Source: an optimization exercise on an open RTL-to-GDS flow (aim: small area). Production flows keep margins and buffers that such runs may drop. Function was checked by simulation only, so behaviour that the tests miss may differ from the original. Power and IR drop assume default switching activity.

`flow/design.v`:
```
`default_nettype none
package dipsc_pkg;
    localparam int SAMPLE_WIDTH       = 16;
    localparam int GAIN_FRACTION_BITS = 14;
    localparam int GAIN_WIDTH         = 16;
    localparam int ERR_WIDTH   = SAMPLE_WIDTH + 1;
    localparam int LIMIT_WIDTH = SAMPLE_WIDTH - 1;
    localparam int PROD_WIDTH  = ERR_WIDTH + GAIN_WIDTH;
    localparam int FB_WIDTH    = SAMPLE_WIDTH + GAIN_FRACTION_BITS;
    localparam int ACC_WIDTH   = ((PROD_WIDTH > FB_WIDTH) ? PROD_WIDTH : FB_WIDTH) + 2;
    localparam int SHIFT_WIDTH = ACC_WIDTH - GAIN_FRACTION_BITS;
    localparam int CFG_INDEX_WIDTH = 3;
    localparam int CFG_DATA_WIDTH  = (GAIN_WIDTH > SAMPLE_WIDTH) ? GAIN_WIDTH : SAMPLE_WIDTH;
    localparam int IN_FIELDS_WIDTH  = 1 + 2 * SAMPLE_WIDTH;
    localparam int IN_DATA_WIDTH    = ((IN_FIELDS_WIDTH + 7) / 8) * 8;
    localparam int OUT_FIELDS_WIDTH = 2 * SAMPLE_WIDTH + 2 * ERR_WIDTH;
    localparam int OUT_DATA_WIDTH   = ((OUT_FIELDS_WIDTH + 7) / 8) * 8;
    localparam logic [CFG_INDEX_WIDTH-1:0] REG_REFERENCE_SPEED = 3'd0;
    localparam logic [CFG_INDEX_WIDTH-1:0] REG_VOLTAGE_LIMIT   = 3'd1;
    localparam logic [CFG_INDEX_WIDTH-1:0] REG_GAIN_NOW_A      = 3'd2;
    localparam logic [CFG_INDEX_WIDTH-1:0] REG_GAIN_PREV_A     = 3'd3;
    localparam logic [CFG_INDEX_WIDTH-1:0] REG_GAIN_NOW_B      = 3'd4;
    localparam logic [CFG_INDEX_WIDTH-1:0] REG_GAIN_PREV_B     = 3'd5;
    localparam logic signed [SAMPLE_WIDTH-1:0] RESET_REFERENCE_SPEED = 16'sd2560;
    localparam logic        [LIMIT_WIDTH-1:0]  RESET_VOLTAGE_LIMIT   = 15'd3072;
    localparam logic signed [GAIN_WIDTH-1:0]   RESET_GAIN_NOW_A      = 16'sd10476;
    localparam logic signed [GAIN_WIDTH-1:0]   RESET_GAIN_PREV_A     = -16'sd9667;
    localparam logic signed [GAIN_WIDTH-1:0]   RESET_GAIN_NOW_B      = 16'sd10210;
    localparam logic signed [GAIN_WIDTH-1:0]   RESET_GAIN_PREV_B     = -16'sd9421;
endpackage
`default_nettype wire
`default_nettype none
module dual_incremental_pi_speed_control (
    input  wire         aclk,
    input  wire         aresetn,
    input  wire         cfg_wr_en,
    input  wire  [2:0]  cfg_index,
    input  wire  [15:0] cfg_wr_data,
    input  wire         s_tvalid,
    output logic        s_tready,
    input  wire  [39:0] s_tdata,
    output logic        m_tvalid,
    input  wire         m_tready,
    output logic [71:0] m_tdata
);
    logic [15:0] ref_r;
    logic [14:0] lim_r;
    logic [15:0] gna_r, gpa_r, gnb_r, gpb_r;
    logic [15:0] wd0, wd1;
    assign wd0 = cfg_wr_data & {16{aresetn}};
    assign wd1 = cfg_wr_data | {16{~aresetn}};
    function automatic logic [15:0] pick(input logic [15:0] rv,
                                         input logic [15:0] d0,
                                         input logic [15:0] d1);
        pick = (rv & d1) | (~rv & d0);
    endfunction
    logic ld_ref, ld_lim, ld_gna, ld_gpa, ld_gnb, ld_gpb;
    assign ld_ref = ~aresetn | (cfg_wr_en & (cfg_index == 3'd0));
    assign ld_lim = ~aresetn | (cfg_wr_en & (cfg_index == 3'd1));
    assign ld_gna = ~aresetn | (cfg_wr_en & (cfg_index == 3'd2));
    assign ld_gpa = ~aresetn | (cfg_wr_en & (cfg_index == 3'd3));
    assign ld_gnb = ~aresetn | (cfg_wr_en & (cfg_index == 3'd4));
    assign ld_gpb = ~aresetn | (cfg_wr_en & (cfg_index == 3'd5));
    logic [15:0] lim_w;
    assign lim_w = pick(16'd3072, wd0, wd1);
    always_ff @(posedge aclk) begin
        if (ld_ref) ref_r <= pick(16'd2560, wd0, wd1);
        if (ld_lim) lim_r <= lim_w[14:0];
        if (ld_gna) gna_r <= pick(16'd10476, wd0, wd1);
        if (ld_gpa) gpa_r <= pick(16'hDA3D, wd0, wd1);    
        if (ld_gnb) gnb_r <= pick(16'd10210, wd0, wd1);
        if (ld_gpb) gpb_r <= pick(16'hDB33, wd0, wd1);    
    end
    logic [16:0] ea_r, eb_r;
    logic [15:0] ua_r, ub_r;
    logic        en_last, en_cur;
    assign en_cur = s_tdata[0];
    assign m_tdata = {6'b0, eb_r, ea_r, ub_r, ua_r};
    logic       run;
    logic       wsel;      
    logic [4:0] k;         
    logic       start, st_prod, st_add, st_clamp, finish;
    assign start    = ~run & s_tvalid & (~m_tvalid | m_tready);
    assign st_add   = (k == 5'd17);
    assign st_clamp = (k == 5'd18);
    assign st_prod  = ~st_add & ~st_clamp;
    assign finish   = run & wsel & st_clamp;
    assign s_tready = finish;
    always_ff @(posedge aclk) begin
        if (!aresetn) begin
            run      <= 1'b0;
            m_tvalid <= 1'b0;
            en_last  <= 1'b0;
        end else begin
            if (m_tready) m_tvalid <= 1'b0;
            if (start) run <= 1'b1;
            if (finish) begin
                run      <= 1'b0;
                m_tvalid <= 1'b1;
                en_last  <= en_cur;
            end
        end
    end
    always_ff @(posedge aclk) begin
        if (start | st_clamp) wsel <= ~start;
        k <= (start | st_clamp) ? 5'd0 : k + 5'd1;
    end
    logic        ref_bit, spd_bit, sc_in, sc_r, e_bit;
    logic [16:0] e_cur;
    logic [15:0] u_cur;
    always_comb begin
        if (k[4]) begin
            ref_bit = ref_r[15];
            spd_bit = wsel ? s_tdata[32] : s_tdata[16];
        end else begin
            ref_bit = ref_r[k[3:0]];
            spd_bit = wsel ? s_tdata[17 + k[3:0]] : s_tdata[1 + k[3:0]];
        end
    end
    assign sc_in = (k == 5'd0) ? 1'b1 : sc_r;
    assign e_bit = ref_bit ^ ~spd_bit ^ sc_in;
    always_ff @(posedge aclk) begin
        sc_r <= (ref_bit & ~spd_bit) | (ref_bit & sc_in) | (~spd_bit & sc_in);
    end
    assign e_cur = wsel ? eb_r : ea_r;
    assign u_cur = wsel ? ub_r : ua_r;
    logic [16:0] win;
    logic [2:0]  ext;
    logic        clip_r, sgn_r;
    logic        ba, bb, na, nb, ca, cb;
    logic [15:0] ra, rb;
    logic [17:0] s1, s2, hop;
    logic        do_clip;
    assign do_clip = clip_r & en_cur;
    logic ga_a, ga_b, ga_l, gb_a, gb_b, gb_ua, gb_ub;
    assign ba    = st_prod & e_cur[0] & en_last;
    assign bb    = st_prod & e_bit;
    assign ga_a  = ba & ~wsel;
    assign ga_b  = ba &  wsel;
    assign ga_l  = st_clamp & do_clip;
    assign gb_a  = bb & ~wsel;
    assign gb_b  = bb &  wsel;
    assign gb_ua = st_add & en_last & ~wsel;
    assign gb_ub = st_add & en_last &  wsel;
    assign na = st_clamp ? (do_clip & sgn_r) : (k == 5'd16);
    assign nb = (k == 5'd16);
    assign ra = ((gpa_r & {16{ga_a}}) | (gpb_r & {16{ga_b}}) |
                 ({4'd0, lim_r[14:3]} & {16{ga_l}})) ^ {16{na}};
    assign rb = ((gna_r & {16{gb_a}}) | (gnb_r & {16{gb_b}}) |
                 ({{3{ua_r[15]}}, ua_r[15:3]} & {16{gb_ua}}) |
                 ({{3{ub_r[15]}}, ub_r[15:3]} & {16{gb_ub}})) ^ {16{nb}};
    always_comb begin
        ca = 1'b0;
        if (k == 5'd14) ca = u_cur[0] & en_last;
        if (k == 5'd15) ca = u_cur[1] & en_last;
        if (k == 5'd16) ca = u_cur[2] & en_last;
        if (st_clamp)   ca = do_clip & sgn_r & (lim_r[2:0] == 3'd0);
    end
    assign cb  = st_add;
    assign hop = ((k == 5'd0) | st_clamp) ? 18'd0 : {win[16], win};
    logic [17:0] ea_x, eb_x;
    logic [18:0] c1, c2;
    assign ea_x = {{2{ra[15]}}, ra};
    assign eb_x = {{2{rb[15]}}, rb};
    assign c1[0] = ca;
    assign c2[0] = cb;
    for (genvar i = 0; i < 18; i++) begin : g_add
        assign s1[i]   = hop[i] ^ ea_x[i] ^ c1[i];
        assign c1[i+1] = (hop[i] & ea_x[i]) | (hop[i] & c1[i]) | (ea_x[i] & c1[i]);
        assign s2[i]   = s1[i] ^ eb_x[i] ^ c2[i];
        assign c2[i+1] = (s1[i] & eb_x[i]) | (s1[i] & c2[i]) | (eb_x[i] & c2[i]);
    end
    always_ff @(posedge aclk) begin
        win <= s2[17:1];
        ext <= {s2[0], ext[2:1]};
    end
    logic [19:0] u_pre;
    logic        u_sgn, u_big;
    logic [14:0] u_m;
    logic [15:0] cc;
    assign u_pre = {s2[16:0], ext};
    assign u_sgn = u_pre[19];
    assign u_big = u_pre[18:15] != {4{u_sgn}};
    assign u_m   = u_pre[14:0] ^ {15{u_sgn}};
    assign cc[0] = u_sgn;
    for (genvar i = 0; i < 15; i++) begin : g_cmp
        assign cc[i+1] = (u_m[i] & ~lim_r[i]) | (u_m[i] & cc[i]) | (~lim_r[i] & cc[i]);
    end
    always_ff @(posedge aclk) begin
        clip_r <= u_big | cc[15];
        sgn_r  <= u_sgn;
    end
    logic [2:0] low3, lneg3;
    assign lneg3 = {lim_r[2] ^ (lim_r[1] | lim_r[0]), lim_r[1] ^ lim_r[0], lim_r[0]};
    assign low3  = do_clip ? (sgn_r ? lneg3 : lim_r[2:0]) : 3'd0;
    logic        ld_u;
    logic [15:0] u_new;
    assign ld_u  = run & (st_add | (st_clamp & (do_clip | ~en_cur)));
    assign u_new = {s2[12:0], st_add ? ext : low3};
    always_ff @(posedge aclk) begin
        if (run & st_prod & ~wsel) ea_r <= {e_bit, ea_r[16:1]};
        if (run & st_prod &  wsel) eb_r <= {e_bit, eb_r[16:1]};
        if (ld_u & ~wsel) ua_r <= u_new;
        if (ld_u &  wsel) ub_r <= u_new;
    end
endmodule
`default_nettype wire
```
`flow/flow/run.sh`:
```
#!/bin/bash
export BUFFER_PORTS_ARGS="-buffer_cell sky130_fd_sc_hd__buf_1"
export CTS_ARGS="-sink_clustering_enable -repair_clock_nets -dont_use_dummy_load -buf_list sky130_fd_sc_hd__clkbuf_8"
bash standard.sh > standard.log 2>&1
```
`flow/standard.sh`:
```
#!/bin/bash
# synth_recipe.tcl (not shown) runs the flow's synth.tcl, then flattens the netlist and writes it again
# the make line also repeats each setting of config.mk as NAME=value (left out here)
make -C /OpenROAD-flow-scripts/flow DESIGN_CONFIG=/design/flow/config.mk WORK_HOME=/design/flow/orfs CLKGATE_MAP_FILE= SYNTH_SCRIPT=/design/flow/synth_recipe.tcl "${@:-finish}"
```
`flow/config.mk`:
```
export PLATFORM = sky130hd
export DESIGN_NAME = dual_incremental_pi_speed_control
export DESIGN_NICKNAME = dual_incremental_pi_speed_control
export VERILOG_FILES = /design/flow/design.v
export SDC_FILE = /design/flow/constraint.sdc
export NUM_CORES = 4
export LEC_CHECK = 0
export CAP_MARGIN = 20
export CORE_MARGIN = 2
export CORE_UTILIZATION = 60
export PLACE_DENSITY = 0.75
export SLEW_MARGIN = 20
```
`flow/constraint.sdc`:
```
create_clock -name core_clock -period 20.0 [get_ports {aclk}]
set_input_delay 4.0000 -clock core_clock [delete_from_list [all_inputs] [get_ports {aclk}]]
set_output_delay 4.0000 -clock core_clock [all_outputs]
set_load 0.01 [all_outputs]
```
==> results of run 1 <==
-- layout by cell type (no fill, tap or decap), drive strengths merged, types with 6 or more instances in the layout --
| cell type | count |
|---|---|
| dfxtp | 30 |
| inv | 34 |
| edfxtp | 162 |
| nand2 | 31 |
| ha | 7 |
| mux2i | 8 |
| a221o | 12 |
| a221oi | 6 |
| a222oi | 13 |
| a22oi | 8 |
| o21ai | 8 |
| conb | 6 |
| mux4 | 14 |
| a22o | 12 |
| and3 | 7 |
| nand2b | 22 |
| xor2 | 28 |
| fa | 35 |
| and2 | 24 |
| buf | 138 |
| xnor2 | 21 |
| nor2 | 14 |
| clkbuf | 17 |
-- sequential cells by signal, summed over array words and instances, names as in the netlist, 3 cells and up --
name,count
ea_r,17
eb_r,17
win,17
gna_r,16
gnb_r,16
gpa_r,16
gpb_r,16
ref_r,16
ua_r,16
ub_r,16
lim_r,15
k,5
ext,3
-- worst max-delay path by stage --
| stage | from | endpoint | slack [ns] | cells after the start |
|---|---|---|---|---|
| after floorplan | s_tdata[30] | clip_r | 4.58 | 32 |
| after global placement | s_tdata[32] | clip_r | 3.45 | 32 |
| after detailed placement | s_tdata[32] | clip_r | 3.23 | 32 |
| after CTS | s_tdata[32] | clip_r | 3.69 | 32 |
| after global routing | s_tdata[32] | clip_r | 3.34 | 32 |
| final | s_tdata[32] | clip_r | 3.74 | 32 |
-- cells in the mapped netlist (all sizes together), types with 2 or more instances --
cell	instances
mux4	14
nand3	2
a31oi	2
clkbuf	13
o21ai	8
a311oi	2
a222oi	13
nand2b	22
a221o	12
or2	3
inv	34
o22ai	4
a22o	12
nand4bb	2
ha	7
xnor2	21
mux2i	8
dfxtp	30
and2	24
nand2	31
and3	7
a22oi	8
edfxtp	162
nor3	5
maj3	2
a221oi	6
nor2	14
a211o	2
o211ai	2
a21o	3
buf	23
xor2	28
nor2b	5
a211oi	2
o31ai	5
a21oi	3
fa	35
mux2	2
-- worst register-to-register path: cells and delay by family, from the launching register on --
family	cells	cell delay, ns
simple gates	4	1.88
flops	1	0.85
mux	1	0.21
compound gates	4	0.81
xor+xnor	1	0.35
buf+inv	4	0.39
fa+ha+maj	19	8.96
-- power by group through the flow --
stage	sequential, mW	combinational [mW]	clock [mW]
global route	0.556	0.667	0.204
finish	0.550	0.611	0.185
CTS	0.550	0.602	0.189
global placement	0.556	0.573	0
floorplan	0.545	0.479	0
detailed placement	0.558	0.598	0
-- layer usage --
metal  routed length (µm)  vias to the layer above  global-route usage (%)
met2                 8708                      236                   36.82
li1                     -                     2423                       -
met5                    0                        -                       0
met3                 1643                       24                   5.434
met4                  324                        0                   8.758
met1                 8005                     2642                   35.38
-- cell type report --
cell class / count / area [µm²] / area share, %
clock buffers: 17 / 234.0 / 2.401
well taps: 184 / 230.2 / 2.363
multi-input cells: 335 / 3117 / 31.99
inverters: 34 / 127.6 / 1.310
repair buffers: 138 / 570.5 / 5.855
flip-flops and latches: 192 / 5465 / 56.09
-- logic make-up after synthesis --
logic type | share of synthesized area, %
other | 0.04231
and+or+nand+nor | 7.496
adders and majority gates | 9.119
muxes | 4.715
buffers and inverters | 3.670
DFF | 61.66
AOI/OAI and AO/OA | 8.456
xor gates and xnor gates | 4.842
==> results.txt, run 1 <==
Post-route DRC: 0
Clk Latency, worst-skew pair: 0.46 ns
Fin crit share: 81.32%
CTS root buf: clkbuf_8
Post-synthesis register bit count: 192
Power density over cell area: 138.1 mW/mm²
Final Hold Viols: 0
Power Internal: 0.8562 mW
Worst EP arrival: 16.58 ns
Vias after detailed routing: 5,325
Cell variety after synth: 61
Power Total: 1.346 mW
Syn Std Cell Area: 0.008864 mm²
Most frequent CP cell: fa_1
Mapped Cells: 592
Drt initial violations: 584
Synth-to-Final Area Change: 9.938%
Initial antenna violation count: 0
RSZ-0062 raised after global routing: false
CP required: 20.31 ns
Die area: 0.01576 mm²
Critical path fanouts, max: 21
Final Cell Area: 0.009744 mm²
Post-CTS setup buffer count: 0
Crit Path Category: primary input to register
Total negative slack: 0 ns
Min Hold Slack: 0.3888 ns
Largest net degree at the start of global routing: 42
Filler cells: 1,057
Vias in the first global route: 5,248
Slowest stage delay, CP: 0.84 ns
CTS Hold Bufs: 0
Max_slew headroom: 33.96%
Number of synthesized flops with an enable pin: 162
Hold path cells: 0
Area after DPL: 0.009510 mm²
Psw: 0.4897 mW
Top_reg_cell synth: edfxtp_1
Peak supply drop: 0.07053 mV
DP Worst Slack: 3.229 ns
TritonRoute pass-1 iters: 5
Pleak: 3.432 nW
Nets: 824
Port buffer count: 124
Critical-path top delay cell: fa_1
Hold path endpoint: ext[1]
CP delay by family, top: adder cells
Share of the synthesized area in the top cell type: 54.88%
Comb power frac: 45.4%
Synth area leaders: edfxtp_1, fa_1, dfxtp_1
HP Start: ext[2]
Fin crit period: 16.26 ns
Ys Warns: 1
Setup violators final: 0
Setup Skew: 0.02532 ns
Ant. Diodes: 0
Vias per inst: 5.917
Clock power share: 13.7%
Antenna Nets Post-Route: 0
Async S/R FF share, synth: 0%
Util after Layout: 67.30%
Inst Count DP: 883
Total grt overflow: 0
Reg2reg setup slack: 6.42 ns
Layout cell share with drive strength beyond 1: 8.240%
Reg2reg end: clip_r
Yosys top cell by area: edfxtp_1
R2r startpoint: k[0]
R2R cell count: 33
Final WL: 18,680 µm
Placer Congestion: 0.8684
Worst setup EP type: register
Startpoint Class: primary input
Maximum root-to-sink buffer count: 2
Initial Util: 61.22%
Row cnt: 44
Worst setup margin: 3.736 ns
Final std cells w/o fill: 900
First-pass GRT wire length: 28,570 µm
Top Ports: 138
Worst Max-Slew Pin Slew: 0.9895 ns
CTS Sinks: 192
Post-CTS Resized: 0
Buffers & Inverters on Critical Path: 3
Slew Limit Fails: 0
Clock-pin slew on the worst setup and hold paths: 0.07 ns
Fmax: 0.06148 GHz
Status: complete, no violations
Die width: 125.5 µm
DIE HEIGHT: 125.5 µm
Flop pwr share: 40.9%
DR WL/cell: 20.76 µm
H-tree Lvls: 4
Mapped Avg Cell Area: 14.97 µm²
CTS tree: done
Overall Global Routing Usage: 24.36%
CTS Buf Count: 17
Max-Cap Viols: 0
Core Footprint: 0.01448 mm²
Post-synthesis sequential area ratio: 61.66%
Dpl hpwl: 13,970 µm
Hold Crit Class: register to register
Sw Ratio: 36.39%
==> run 2: changes to the inputs <==
--- a/flow/config.mk
+++ b/flow/config.mk
@@ -9,4 +9,3 @@
 export CORE_MARGIN = 2
-export CORE_UTILIZATION = 60
-export PLACE_DENSITY = 0.75
+export CORE_UTILIZATION = 70
 export SLEW_MARGIN = 20
==> run 2 against run 1 <==
  * Highest routed layer unchanged
  * Synthesized cell count did not move
  * Still clean on timing, DRC and antenna
  * Core utilization rose by 11 points
  * Critical path depth did not move
  * Largest cell class unchanged
  * Maximum frequency rose by 0.75%
==> results.txt, run 2 <==
H-tree Lvls: 4 (unchanged)
Core Footprint: 0.01247 mm² (-14%)
Pleak: 3.425 nW (-0.21%)
Max-Cap Viols: 0 (unchanged)
R2r startpoint: k[0]
Status: complete, no violations
TritonRoute pass-1 iters: 6 (+1)
Post-CTS setup buffer count: 0 (unchanged)
Drt initial violations: 498 (-15%)
Critical-path top delay cell: fa_1
Worst setup EP type: register
Worst Max-Slew Pin Slew: 1.104 ns (+0.1146 ns)
CP required: 20.32 ns (about the same)
Fin crit share: 80.72% (-0.61 points)
Number of synthesized flops with an enable pin: 162 (unchanged)
Antenna Nets Post-Route: 0 (unchanged)
CTS Hold Bufs: 0 (unchanged)
HP Start: ext[2]
Top_reg_cell synth: edfxtp_1
Most frequent CP cell: fa_1
Post-synthesis register bit count: 192 (unchanged)
Maximum root-to-sink buffer count: 2 (unchanged)
Top Ports: 138 (unchanged)
Initial antenna violation count: 0 (unchanged)
Yosys top cell by area: edfxtp_1
Vias in the first global route: 4,987 (-5.0%)
Top post-synthesis cells by count: edfxtp_1, fa_1, inv_1
Fin crit period: 16.14 ns (-0.1211 ns)
Crit path launch: s_tdata[32]
Async S/R FF share, synth: 0% (unchanged)
Nets: 822 (-0.24%)
Final WL: 18,170 µm (-2.7%)
Post-Synth Adder-Cell Area: 9.119% (unchanged)
Total grt overflow: 0 (unchanged)
Setup violators final: 0 (unchanged)
Power density over cell area: 137.6 mW/mm² (-0.37%)
Share of the synthesized area in the top cell type: 54.88% (unchanged)
Largest net degree at the start of global routing: 42 (unchanged)
Cell variety after synth: 61 (unchanged)
Reg2reg end: clip_r
RSZ-0062 raised after global routing: false
Worst EP arrival: 16.46 ns (-0.12 ns)
CTS tree: done
Peak supply drop: 0.07727 mV (+9.6%)
Syn Std Cell Area: 0.008864 mm² (unchanged)
Total negative slack: 0 ns (unchanged)
Final Hold Viols: 0 (unchanged)
Slew Limit Fails: 0 (unchanged)
CTS Buf Count: 17 (unchanged)
Hold path cells: 0 (unchanged)
Hold path endpoint: ext[1]
Max_slew headroom: 26.38% (-7.6 points)
Placer Congestion: 0.8611 (-0.84%)
Post-CTS Resized: 0 (unchanged)
Synth-to-Final Area Change: 9.684%
R2R cell count: 33 (unchanged)
Crit Path Category: primary input to register
Largest family of logic cells by synthesized area: adder cells
Area of the multi-input gates: 0.003124 mm² (+0.24%)
Mapped Avg Cell Area: 14.97 µm² (unchanged)
Mapped Cells: 592 (unchanged)
Synth area leaders: edfxtp_1, fa_1, dfxtp_1
Clock-pin slew on the worst setup and hold paths: 0.07 ns (about the same)
Fmax: 0.06194 GHz (+0.75%)
Clk Latency, worst-skew pair: 0.45 ns (about the same)
Post-Synth Simple-Gate Area: 7.496% (unchanged)
Register area: 0.005465 mm² (unchanged)
Filler cells: 760 (-28%)
Most numerous cell in the Yosys netlist: edfxtp_1
Vias after detailed routing: 5,255 (-1.3%)
Hold Crit Class: register to register
CTS root buf: clkbuf_8
Startpoint Class: primary input
Commonest non-fill, non-tap cell in the layout: edfxtp_1
Xor/xnor cell area share of the yosys netlist: 4.842% (unchanged)
Ant. Diodes: 0 (unchanged)
Overall Global Routing Usage: 27.70% (+3.3 points)
DR WL/cell: 20.51 µm (-1.2%)
Dpl hpwl: 13,870 µm (-0.70%)
Die width: 116.5 µm (-7.2%)
Mux cell area share after synthesis: 4.715% (unchanged)
DIE HEIGHT: 116.5 µm (-7.2%)
Slowest stage delay, CP: 0.82 ns (-0.02 ns)
Port buffer count: 124 (unchanged)
Initial Util: 71.10% (+9.9 points)
Leading cell types in the layout, fill and taps excluded: edfxtp_1, buf_1, fa_1, inv_1, nand2_1
CTS Sinks: 192 (unchanged)
Largest regs: ea_r x17, eb_r x17, win x17
Ys Warns: 1 (unchanged)
Reg2reg setup slack: 6.57 ns (+0.15 ns)
Post-synthesis sequential area ratio: 61.66% (unchanged)
Critical path fanouts, max: 21 (unchanged)
Post-synthesis compound-gate area fraction: 8.456% (unchanged)
Setup Skew: 0.03011 ns (+0.004791 ns)
Layout cell share with drive strength beyond 1: 8.263% (+0.023 points)
First-pass GRT wire length: 26,900 µm (-5.8%)
Min Hold Slack: 0.3910 ns (+0.002264 ns)
Vias per inst: 5.931 (+0.24%)
Die area: 0.01358 mm² (-14%)
Row cnt: 41 (-6.8%)
Post-route DRC: 0 (unchanged)
Util after Layout: 77.99% (+11 points)
-- run 2: cell types whose count changed in the layout (fill, tap and decap cells not counted) --
cell,change
buf_4,-2
o21ai_1,-2
o21ai_2,+2
-- run 2: cell type report --
class,instances,area share (%)
multi-input combinational,335,32.14
inverter,34,1.313
clock buffer,17,2.407
tap,172,2.214
sequential,192,56.22
timing repair buffer,136,5.714
-- run 2: per-stage QoR --
step	total power, mW	std cells	instance area, µm²	setup slack, ns
floorplan	1.024	597	8882	4.578
global placement	1.122	869	9482	3.439
detailed placement	1.153	869	9482	3.327
CTS	1.335	886	9716	3.798
global route	1.417	886	9722	3.371
finish	1.338	886	9722	3.857
-- run 2: layer usage --
metal	GRT usage, %	routed length [µm]	up-vias
met2	41.82	8387	237
met5	0	0	-
met1	42.04	7943	2582
met4	7.063	250	0
li1	-	-	2417
met3	6.020	1589	19
-- run 2: critical path: cells and delay by family --
family	cells	cell delay, ns
buffers and inverters	3	0.37
xor gates and xnor gates	1	0.15
adders and majority gates	18	8.54
muxes	3	1.10
AOI/OAI and AO/OA	4	1.19
and+or+nand+nor	3	1.08
-- run 2: cells by family (layout without fill, tap and decap cells) --
| family | count (synthesis) | after routing |
|---|---|---|
| AOI/OAI and AO/OA | 91 | 91 |
| and+or+nand+nor | 121 | 121 |
| other | 1 | 6 |
| buffers and inverters | 70 | 187 |
| xor gates and xnor gates | 49 | 49 |
| muxes | 24 | 24 |
| DFF | 192 | 192 |
| adders and majority gates | 44 | 44 |
-- run 2: power breakdown --
part / internal (mW) / total (mW) / leakage (nW) / switching [mW]
sequential: 0.521 / 0.552 / 1.80 / 0.0310
clock: 0.0753 / 0.185 / 0.122 / 0.110
combinational: 0.259 / 0.601 / 1.51 / 0.342
total: 0.855 / 1.34 / 3.43 / 0.483
-- run 2: worst max-delay path by stage --
stage	depth (start not counted)	endpoint	slack (ns)
after global placement	32	clip_r	3.44
after detailed placement	32	clip_r	3.33
final	32	clip_r	3.86
after global routing	32	clip_r	3.37
after floorplan	32	clip_r	4.58
after CTS	32	clip_r	3.80
==> run 3: changes to the inputs <==
==> flow/flow/run.sh (replaced) <==
#!/bin/bash
export BUFFER_PORTS_ARGS="-buffer_cell sky130_fd_sc_hd__buf_1"
export CTS_ARGS="-repair_clock_nets -dont_use_dummy_load -buf_list sky130_fd_sc_hd__clkbuf_8"
bash standard.sh > standard.log 2>&1
==> run 3 against run 2 <==
  * Maximum frequency unchanged
  * Routed wire length unchanged
  * Power unchanged
  * Register-to-register slack about the same
  * Die area unchanged
  * Synthesized area unchanged
  * Worst hold slack unchanged
  * Non-clock buffer count unchanged
  * Critical path depth unchanged
  * Synthesized cell count unchanged
  * First-iteration DRC count unchanged
  * Cell count unchanged
  * Largest cell class unchanged
  * Largest power group unchanged
  * Highest routed layer unchanged
==> results.txt, run 3 <==
Clock power share: 13.8% (about the same)
Met3 Usage GRT: 6.020% (unchanged)
Post-synthesis register bit count: 192 (unchanged)
Die width: 116.5 µm (unchanged)
Mux cell area share after synthesis: 4.715% (unchanged)
Flop pwr share: 41.2% (about the same)
CTS tree: done
DP Worst Slack: 3.327 ns (unchanged)
Layout cell share with drive strength beyond 1: 8.263% (unchanged)
Slowest stage delay, CP: 0.82 ns (about the same)
Synth area leaders: edfxtp_1, fa_1, dfxtp_1
Worst setup margin: 3.857 ns (unchanged)
Overall Global Routing Usage: 27.70% (unchanged)
Commonest non-fill, non-tap cell in the layout: edfxtp_1
Drt initial violations: 498 (unchanged)
Final Hold Viols: 0 (unchanged)
Initial antenna violation count: 0 (unchanged)
Buffers & Inverters on Critical Path: 3 (unchanged)
Critical-path top delay cell: fa_1
Reg2reg setup slack: 6.57 ns (about the same)
Power density over cell area: 137.6 mW/mm² (unchanged)
Post-Synth Simple-Gate Area: 7.496% (unchanged)
Total negative slack: 0 ns (unchanged)
Most numerous cell in the Yosys netlist: edfxtp_1
Xor/xnor cell area share of the yosys netlist: 4.842% (unchanged)
Met2 global-route usage: 41.82% (unchanged)
Syn Std Cell Area: 0.008864 mm² (unchanged)
Largest family of logic cells by synthesized area: adder cells
Yosys top cell by area: edfxtp_1
Die area: 0.01358 mm² (unchanged)
Initial Util: 71.10% (unchanged)
Top_reg_cell synth: edfxtp_1
Setup Skew: 0.03011 ns (unchanged)
Leading cell types in the layout, fill and taps excluded: edfxtp_1, buf_1, fa_1, inv_1, nand2_1
Largest net degree at the start of global routing: 42 (unchanged)
GRT busiest layer: met1
Share of the synthesized area in the top cell type: 54.88% (unchanged)
Met1 GRT Util: 42.04% (unchanged)
Worst EP arrival: 16.46 ns (about the same)
RSZ-0062 raised after global routing: false
Pleak: 3.425 nW (unchanged)
Mapped Cells: 592 (unchanged)
Max-Cap Viols: 0 (unchanged)
Peak supply drop: 0.07727 mV (unchanged)
Most frequent CP cell: fa_1
Mapped Avg Cell Area: 14.97 µm² (unchanged)
DIE HEIGHT: 116.5 µm (unchanged)
Vias per inst: 5.931 (unchanged)
CTS root buf: clkbuf_8
Top Ports: 138 (unchanged)
Total grt overflow: 0 (unchanged)
First-pass GRT wire length: 26,900 µm (unchanged)
Fmax: 0.06194 GHz (unchanged)
Comb power frac: 44.9% (about the same)
CTS Buf Count: 17 (unchanged)
TritonRoute pass-1 iters: 6 (unchanged)
Row cnt: 41 (unchanged)
Clk Latency, worst-skew pair: 0.45 ns (about the same)
Largest regs: ea_r x17, eb_r x17, win x17
Psw: 0.4825 mW (unchanged)
Post-CTS setup buffer count: 0 (unchanged)
Status: complete, no violations
Fin crit period: 16.14 ns (unchanged)
Ant. Diodes: 0 (unchanged)
Worst Max-Slew Pin Slew: 1.104 ns (unchanged)
CTS Sinks: 192 (unchanged)
Post-route DRC: 0 (unchanged)
Worst setup EP type: register
Sw Ratio: 36.07% (unchanged)
HP Start: ext[2]
Vias after detailed routing: 5,255 (unchanged)
Clock-pin slew on the worst setup and hold paths: 0.07 ns (about the same)
Slew Limit Fails: 0 (unchanged)
Maximum root-to-sink buffer count: 2 (unchanged)
Power Total: 1.338 mW (unchanged)
Setup violators final: 0 (unchanged)
Post-CTS Resized: 0 (unchanged)
Crit Path Category: primary input to register
Hold path cells: 0 (unchanged)
Cell variety after synth: 61 (unchanged)
Hold Crit Class: register to register
Critical path fanouts, max: 21 (unchanged)
Fin crit share: 80.72% (unchanged)
Synth-to-Final Area Change: 9.684% (unchanged)
Post-synthesis compound-gate area fraction: 8.456% (unchanged)
CTS Hold Bufs: 0 (unchanged)
Top post-synthesis cells by count: edfxtp_1, fa_1, inv_1
Dpl hpwl: 13,870 µm (unchanged)
Async S/R FF share, synth: 0% (unchanged)
Placer Congestion: 0.8611 (unchanged)
Hold path endpoint: ext[1]
Port buffer count: 124 (unchanged)
Max_slew headroom: 26.38% (unchanged)
Number of synthesized flops with an enable pin: 162 (unchanged)
Ys Warns: 1 (unchanged)
Core Footprint: 0.01247 mm² (unchanged)
Nets: 822 (unchanged)
Vias in the first global route: 4,987 (unchanged)
DR WL/cell: 20.51 µm (unchanged)
Reg2reg end: clip_r
Power Internal: 0.8553 mW (unchanged)
R2r startpoint: k[0]
Startpoint Class: primary input
Final WL: 18,170 µm (unchanged)
Post-synthesis sequential area ratio: 61.66% (unchanged)
Post-Synth Adder-Cell Area: 9.119% (unchanged)
CP required: 20.32 ns (about the same)
R2R cell count: 33 (unchanged)
H-tree Lvls: 4 (unchanged)
Antenna Nets Post-Route: 0 (unchanged)
CP delay by family, top: adder cells
-- run 3: cell counts in the layout (fill, tap and decap cells not counted) --
No cell type changed its count.
-- run 3: kinds of logic after synthesis --
logic type | Yosys count
AO/OA/AOI/OAI | 91
multiplexers | 24
XOR/XNOR | 49
adder cells (fa/ha/maj) | 44
buffers and inverters | 70
other | 1
flip-flops | 192
AND/OR/NAND/NOR | 121
-- run 3: layout make-up --
cell class                      instances  area, µm²
Sequential cell                       192       5465
Multi-Input combinational cell        335       3124
Fill cell                             760       2744
Timing Repair Buffer                  136      555.5
Clock buffer                           17      234.0
Tap cell                              172      215.2
Inverter                               34      127.6
-- run 3: power by group through the flow --
stage	registers [mW]	logic (mW)	clock network [mW]
after global placement	0.557	0.565	0
after global routing	0.556	0.659	0.202
after detailed placement	0.559	0.593	0
after CTS	0.551	0.597	0.188
after floorplan	0.545	0.479	0
final	0.552	0.601	0.185
-- run 3: how the worst max path moves through the flow --
stage	from	endpoint	slack (ns)	cells after the start
floorplan	s_tdata[30]	clip_r	4.58	32
global placement	s_tdata[32]	clip_r	3.44	32
detailed placement	s_tdata[32]	clip_r	3.33	32
CTS	s_tdata[32]	clip_r	3.80	32
global route	s_tdata[32]	clip_r	3.37	32
finish	s_tdata[32]	clip_r	3.86	32
-- run 3: per-layer routing --
metal	routed length [µm]	vias up
met4	250	0
li1	-	2417
met1	7943	2582
met3	1589	19
met2	8387	237
met5	0	-
-- run 3: worst register-to-register path: cells and delay by family (launching register included) --
kind	cells	cell delay (ns)
XOR/XNOR	1	0.31
AND/OR/NAND/NOR	4	1.82
AO/OA/AOI/OAI	4	0.86
multiplexers	1	0.18
buffers and inverters	4	0.41
adder cells (fa/ha/maj)	19	8.90
flip-flops	1	0.82
-- run 3: through the flow --
stage | instances | hold slack [ns] | area [µm²] | utilization (%)
floorplan | 597 | 0.3625 | 8882 | -
global placement | 869 | 0.3764 | 9482 | 76.06
detailed placement | 869 | 0.3770 | 9482 | 76.06
CTS | 886 | 0.3915 | 9716 | 77.94
global route | 886 | 0.4013 | 9722 | 77.99
finish | 886 | 0.3910 | 9722 | 77.99
==> run 4: changes to the inputs <==
==> flow/flow/run.sh (replaced) <==
#!/bin/bash
export BUFFER_PORTS_ARGS="-buffer_cell sky130_fd_sc_hd__buf_1"
export CTS_ARGS="-sink_clustering_enable -repair_clock_nets -dont_use_dummy_load -buf_list sky130_fd_sc_hd__clkbuf_8 -sink_clustering_buffer sky130_fd_sc_hd__clkbuf_8 -sink_clustering_size 20 -balance_levels"
bash standard.sh > standard.log 2>&1
==> run 4 against run 3 <==
  * Sequential share of layout area stayed put
  * Sequential power hardly changed
  * Clock power hardly changed
  * Routed wire length stayed put
  * Clock skew stayed put
  * Via count stayed put
  * First-iteration DRC count stayed put
  * Power stayed put
  * Global-route usage stayed put
  * Die area stayed put
  * Cell count stayed put
  * Largest power group unchanged
==> results.txt, run 4 <==
Status: complete, no violations
Drt initial violations: 498 (unchanged)
Fin crit period: 16.14 ns (unchanged)
Total negative slack: 0 ns (unchanged)
Nets: 822 (unchanged)
First-pass GRT wire length: 26,900 µm (unchanged)
DR WL/cell: 20.51 µm (unchanged)
Commonest non-fill, non-tap cell in the layout: edfxtp_1
Largest regs: ea_r x17, eb_r x17, win x17
Final Hold Viols: 0 (unchanged)
Largest net degree at the start of global routing: 42 (unchanged)
Final WL: 18,170 µm (unchanged)
CTS tree: done
Startpoint Class: primary input
Leading cell types in the layout, fill and taps excluded: edfxtp_1, buf_1, fa_1, inv_1, nand2_1
Pleak: 3.425 nW (unchanged)
Placer Congestion: 0.8611 (unchanged)
Initial antenna violation count: 0 (unchanged)
Antenna Nets Post-Route: 0 (unchanged)
Inst Count DP: 869 (unchanged)
Peak supply drop: 0.07727 mV (unchanged)
Async S/R FF share, synth: 0% (unchanged)
Hold Crit Class: register to register
Post-Synth Adder-Cell Area: 9.119% (unchanged)
Vias after detailed routing: 5,255 (unchanged)
Worst setup EP type: register
Critical-path top delay cell: fa_1
Setup violators final: 0 (unchanged)
RSZ-0062 raised after global routing: false
Min Hold Slack: 0.3910 ns (unchanged)
Synth-to-Final Area Change: 9.684% (unchanged)
DP Worst Slack: 3.327 ns (unchanged)
Slew Limit Fails: 0 (unchanged)
Post-CTS Resized: 0 (unchanged)
Final std cells w/o fill: 886 (unchanged)
Clk Latency, worst-skew pair: 0.45 ns (about the same)
Clock-pin slew on the worst setup and hold paths: 0.07 ns (about the same)
Post-synthesis sequential area ratio: 61.66% (unchanged)
Initial Util: 71.10% (unchanged)
Synth area leaders: edfxtp_1, fa_1, dfxtp_1
Most numerous cell in the Yosys netlist: edfxtp_1
Overall Global Routing Usage: 27.70% (unchanged)
CTS Hold Bufs: 0 (unchanged)
Number of synthesized flops with an enable pin: 162 (unchanged)
H-tree Lvls: 4 (unchanged)
Syn Std Cell Area: 0.008864 mm² (unchanged)
CTS root buf: clkbuf_8
Total grt overflow: 0 (unchanged)
Max-Cap Viols: 0 (unchanged)
Critical path fanouts, max: 21 (unchanged)
Mapped Avg Cell Area: 14.97 µm² (unchanged)
Post-synthesis register bit count: 192 (unchanged)
Mux cell area share after synthesis: 4.715% (unchanged)
Worst EP arrival: 16.46 ns (about the same)
Setup Skew: 0.03011 ns (unchanged)
Port buffer count: 124 (unchanged)
Worst Max-Slew Pin Slew: 1.104 ns (unchanged)
Share of the synthesized area in the top cell type: 54.88% (unchanged)
Row cnt: 41 (unchanged)
CTS Sinks: 192 (unchanged)
Max_slew headroom: 26.38% (unchanged)
Top post-synthesis cells by count: edfxtp_1, fa_1, inv_1
Core Footprint: 0.01247 mm² (unchanged)
Cell variety after synth: 61 (unchanged)
Most frequent CP cell: fa_1
Post-Synth Simple-Gate Area: 7.496% (unchanged)
Maximum root-to-sink buffer count: 2 (unchanged)
TritonRoute pass-1 iters: 6 (unchanged)
Xor/xnor cell area share of the yosys netlist: 4.842% (unchanged)
CTS Buf Count: 17 (unchanged)
Post-CTS setup buffer count: 0 (unchanged)
Largest family of logic cells by synthesized area: adder cells
CP required: 20.32 ns (about the same)
Worst setup margin: 3.857 ns (unchanged)
Vias in the first global route: 4,987 (unchanged)
Slowest stage delay, CP: 0.82 ns (about the same)
Post-route DRC: 0 (unchanged)
Yosys top cell by area: edfxtp_1
Fin crit share: 80.72% (unchanged)
Crit Path Category: primary input to register
Top_reg_cell synth: edfxtp_1
Vias per inst: 5.931 (unchanged)
Layout cell share with drive strength beyond 1: 8.263% (unchanged)
Power density over cell area: 137.6 mW/mm² (unchanged)
Die width: 116.5 µm (unchanged)
Die area: 0.01358 mm² (unchanged)
Post-synthesis compound-gate area fraction: 8.456% (unchanged)
Dpl hpwl: 13,870 µm (unchanged)
DIE HEIGHT: 116.5 µm (unchanged)
Top Ports: 138 (unchanged)
Ys Warns: 1 (unchanged)
Ant. Diodes: 0 (unchanged)
Mapped Cells: 592 (unchanged)
Fmax: 0.06194 GHz (unchanged)
[run 4: cell counts in the layout (fill, tap and decap cells not counted)]
No cell type changed its count.
[run 4: metrics by stage]
stage,total power [mW],util [%],cell area (µm²)
3_5_place_dp,1.153,76.06,9482
3_3_place_gp,1.122,76.06,9482
6_report,1.338,77.99,9722
5_1_grt,1.417,77.99,9722
4_1_cts,1.335,77.94,9716
2_1_floorplan,1.024,-,8882
[run 4: worst max-delay path: cells and delay by family]
kind                       cells  cell delay (ns)
adders and majority gates     18             8.54
AOI/OAI and AO/OA              4             1.19
muxes                          3             1.10
and+or+nand+nor                3             1.08
buffers and inverters          3             0.37
xor gates and xnor gates       1             0.15
[run 4: area by class of cell]
cell class / instances / area (µm²)
Clock buffer: 17 / 234.0
Sequential cell: 192 / 5465
Tap cell: 172 / 215.2
Inverter: 34 / 127.6
Timing Repair Buffer: 136 / 555.5
Multi-Input combinational cell: 335 / 3124
Fill cell: 760 / 2744
[run 4: power by group]
group / switching (mW) / leakage [nW] / internal [mW]
registers: 0.0310 / 1.80 / 0.521
logic: 0.342 / 1.51 / 0.259
clock network: 0.110 / 0.122 / 0.0753
total: 0.483 / 3.43 / 0.855
[run 4: kinds of logic (layout without fill, tap and decap cells)]
group / Yosys count / after routing
simple gates: 121 / 121
other cells: 1 / 6
flops: 192 / 192
buf+inv: 70 / 187
mux: 24 / 24
xor+xnor: 49 / 49
fa+ha+maj: 44 / 44
compound gates: 91 / 91
[run 4: worst paths after layout]
kind,startpoint,end,slack [ns],depth (start not counted)
worst max register to register,k[0],clip_r,6.57,33
worst min-delay path,ext[2],ext[1],0.39,0
worst max-delay path,s_tdata[32],clip_r,3.86,32
worst min register to register,ext[2],ext[1],0.39,0
[run 4: routing by layer]
metal	vias up	wire (µm)	global-route usage, %
met3	19	1589	6.020
met5	-	0	0
met4	0	250	7.063
met1	2582	7943	42.04
li1	2417	-	-
met2	237	8387	41.82
==> run 5: changes to the inputs <==
==> flow/flow/run.sh (replaced) <==
#!/bin/bash
export BUFFER_PORTS_ARGS="-buffer_cell sky130_fd_sc_hd__buf_1"
export CTS_ARGS="-sink_clustering_enable -repair_clock_nets -dont_use_dummy_load -buf_list sky130_fd_sc_hd__clkbuf_8 -sink_clustering_size 30 -sink_clustering_max_diameter 200 -sink_clustering_levels 1"
bash standard.sh > standard.log 2>&1
==> run 5 against run 4 <==
  * Via count did not move
  * Die area did not move
  * Sequential share of layout area did not move
  * Flip-flop and latch count did not move
  * Largest cell class unchanged
  * Critical endpoint unchanged
  * Cell count did not move
==> results.txt, run 5 <==
Initial antenna violation count: 0 (unchanged)
Total negative slack: 0 ns (unchanged)
Top post-synthesis cells by count: edfxtp_1, fa_1, inv_1
Dpl hpwl: 13,870 µm (unchanged)
CTS Sinks: 192 (unchanged)
DR WL/cell: 20.51 µm (unchanged)
Leading cell types in the layout, fill and taps excluded: edfxtp_1, buf_1, fa_1, inv_1, nand2_1
TritonRoute pass-1 iters: 6 (unchanged)
Core Footprint: 0.01247 mm² (unchanged)
Commonest non-fill, non-tap cell in the layout: edfxtp_1
Share of the synthesized area in the top cell type: 54.88% (unchanged)
Hold path cells: 0 (unchanged)
Power density over cell area: 137.6 mW/mm² (unchanged)
Port buffer count: 124 (unchanged)
Number of synthesized flops with an enable pin: 162 (unchanged)
Die width: 116.5 µm (unchanged)
Mapped Avg Cell Area: 14.97 µm² (unchanged)
Startpoint Class: primary input
Min Hold Slack: 0.3910 ns (unchanged)
Worst Max-Slew Pin Slew: 1.104 ns (unchanged)
Pleak: 3.425 nW (unchanged)
Inst Count DP: 869 (unchanged)
Die area: 0.01358 mm² (unchanged)
Vias per inst: 5.931 (unchanged)
RSZ-0062 raised after global routing: false
Layout cell share with drive strength beyond 1: 8.263% (unchanged)
Critical path fanouts, max: 21 (unchanged)
Fin crit period: 16.14 ns (unchanged)
DP Worst Slack: 3.327 ns (unchanged)
Most frequent CP cell: fa_1
Final std cells w/o fill: 886 (unchanged)
Status: complete, no violations
CTS Buf Count: 17 (unchanged)
CTS root buf: clkbuf_8
Cell variety after synth: 61 (unchanged)
Filler cells: 760 (unchanged)
CTS Hold Bufs: 0 (unchanged)
Row cnt: 41 (unchanged)
Max-Cap Viols: 0 (unchanged)
Util after Layout: 77.99% (unchanged)
Clock-pin slew on the worst setup and hold paths: 0.07 ns (about the same)
Crit Path Category: primary input to register
Top_reg_cell synth: edfxtp_1
Reg2reg setup slack: 6.57 ns (about the same)
Synth area leaders: edfxtp_1, fa_1, dfxtp_1
Maximum root-to-sink buffer count: 2 (unchanged)
Async S/R FF share, synth: 0% (unchanged)
Setup violators final: 0 (unchanged)
Most numerous cell in the Yosys netlist: edfxtp_1
Post-CTS setup buffer count: 0 (unchanged)
Largest net degree at the start of global routing: 42 (unchanged)
Setup Skew: 0.03011 ns (unchanged)
Vias after detailed routing: 5,255 (unchanged)
DIE HEIGHT: 116.5 µm (unchanged)
Slew Limit Fails: 0 (unchanged)
Fin crit share: 80.72% (unchanged)
Critical-path top delay cell: fa_1
Antenna Nets Post-Route: 0 (unchanged)
Post-CTS Resized: 0 (unchanged)
Initial Util: 71.10% (unchanged)
Ys Warns: 1 (unchanged)
Peak supply drop: 0.07727 mV (unchanged)
Synth-to-Final Area Change: 9.684% (unchanged)
Overall Global Routing Usage: 27.70% (unchanged)
Power Total: 1.338 mW (unchanged)
Final Cell Area: 0.009722 mm² (unchanged)
Total grt overflow: 0 (unchanged)
Mapped Cells: 592 (unchanged)
Placer Congestion: 0.8611 (unchanged)
Post-synthesis register bit count: 192 (unchanged)
CTS tree: done
Vias in the first global route: 4,987 (unchanged)
Worst setup margin: 3.857 ns (unchanged)
Clk Latency, worst-skew pair: 0.45 ns (about the same)
Max_slew headroom: 26.38% (unchanged)
Area after DPL: 0.009482 mm² (unchanged)
Post-synthesis sequential area ratio: 61.66% (unchanged)
Ant. Diodes: 0 (unchanged)
Hold Crit Class: register to register
Yosys top cell by area: edfxtp_1
Post-route DRC: 0 (unchanged)
Syn Std Cell Area: 0.008864 mm² (unchanged)
Worst setup EP type: register
First-pass GRT wire length: 26,900 µm (unchanged)
Largest regs: ea_r x17, eb_r x17, win x17
Nets: 822 (unchanged)
Fmax: 0.06194 GHz (unchanged)
Worst EP arrival: 16.46 ns (about the same)
R2R cell count: 33 (unchanged)
H-tree Lvls: 4 (unchanged)
Top Ports: 138 (unchanged)
CP required: 20.32 ns (about the same)
Final Hold Viols: 0 (unchanged)
Drt initial violations: 498 (unchanged)
Slowest stage delay, CP: 0.82 ns (about the same)
Final WL: 18,170 µm (unchanged)
run 5: cell counts in the layout (fill, tap and decap cells not counted):
Identical to the previous run, type by type.
run 5: worst paths after layout:
check | startpoint | to
max | s_tdata[32] | clip_r
min | ext[2] | ext[1]
max reg2reg | k[0] | clip_r
min reg2reg | ext[2] | ext[1]
run 5: cell type report:
| cell class | instances | area, µm² | area share [%] |
|---|---|---|---|
| sequential | 192 | 5465 | 56.22 |
| multi-input combinational | 335 | 3124 | 32.14 |
| timing repair buffer | 136 | 555.5 | 5.714 |
| clock buffer | 17 | 234.0 | 2.407 |
| tap | 172 | 215.2 | 2.214 |
| inverter | 34 | 127.6 | 1.313 |
run 5: critical path: cells and delay by family:
family,cells,cell delay [ns]
xor+xnor,1,0.15
compound gates,4,1.19
buf+inv,3,0.37
simple gates,3,1.08
fa+ha+maj,18,8.54
mux,3,1.10
run 5: kinds of logic (layout without fill, tap and decap cells):
group	count (synthesis)	after routing	share of synthesized area [%]
muxes	24	24	4.715
adders and majority gates	44	44	9.119
other	1	6	0.04231
and+or+nand+nor	121	121	7.496
AOI/OAI and AO/OA	91	91	8.456
xor gates and xnor gates	49	49	4.842
buffers and inverters	70	187	3.670
DFF	192	192	61.66
run 5: layer usage:
layer,up-vias,part of all wire [%],track usage (%)
met2,237,46,41.82
li1,2417,-,-
met4,0,1.4,7.063
met3,19,8.7,6.020
met1,2582,44,42.04
met5,-,0,0
run 5: power breakdown:
group / switching [mW] / leakage (nW) / internal (mW)
Combinational: 0.342 / 1.51 / 0.259
Clock: 0.110 / 0.122 / 0.0753
Sequential: 0.0310 / 1.80 / 0.521

-- static timing again, ports no longer ideal --
No port has a modelled driver above. Below, the same layouts with a new extraction and two added sets of constraints. Step 1 (the two cells are an assumption about what drives the block):
set clk [get_ports {aclk}]
set_driving_cell -lib_cell sky130_fd_sc_hd__clkbuf_16 $clk
set_driving_cell -lib_cell sky130_fd_sc_hd__buf_2 [delete_from_list [all_inputs] $clk]
Step 2 adds t to the input delays and takes it off the output delays; t is the mean of the earliest and latest rising clock arrival at the registers after step 1. Input paths then give back, and output paths get back, about the clock's delay inside the block. a / b / c = ideal / step 1 / step 2; a / b = the first two.
run	t, ns	setup WS [ns]	clock arrival spread, ns	worst slew at a driven data input, ns	pins driven straight from the clock port
run 1	0.484	3.736 / 3.749 / 3.265	0.025 / 0.025	0.04	1
run 2	0.470	3.857 / 3.868 / 3.398	0.030 / 0.030	0.03	1
run 3	0.470	3.857 / 3.868 / 3.398	0.030 / 0.030	0.03	1
run 4	0.470	3.857 / 3.868 / 3.398	0.030 / 0.030	0.03	1
run 5	0.470	3.857 / 3.868 / 3.398	0.030 / 0.030	0.03	1
After both steps setup and hold are still met in every run listed. The setup slack of run 1, which loses most, moves by +0.013 ns with the drivers and by -0.471 ns with both steps.
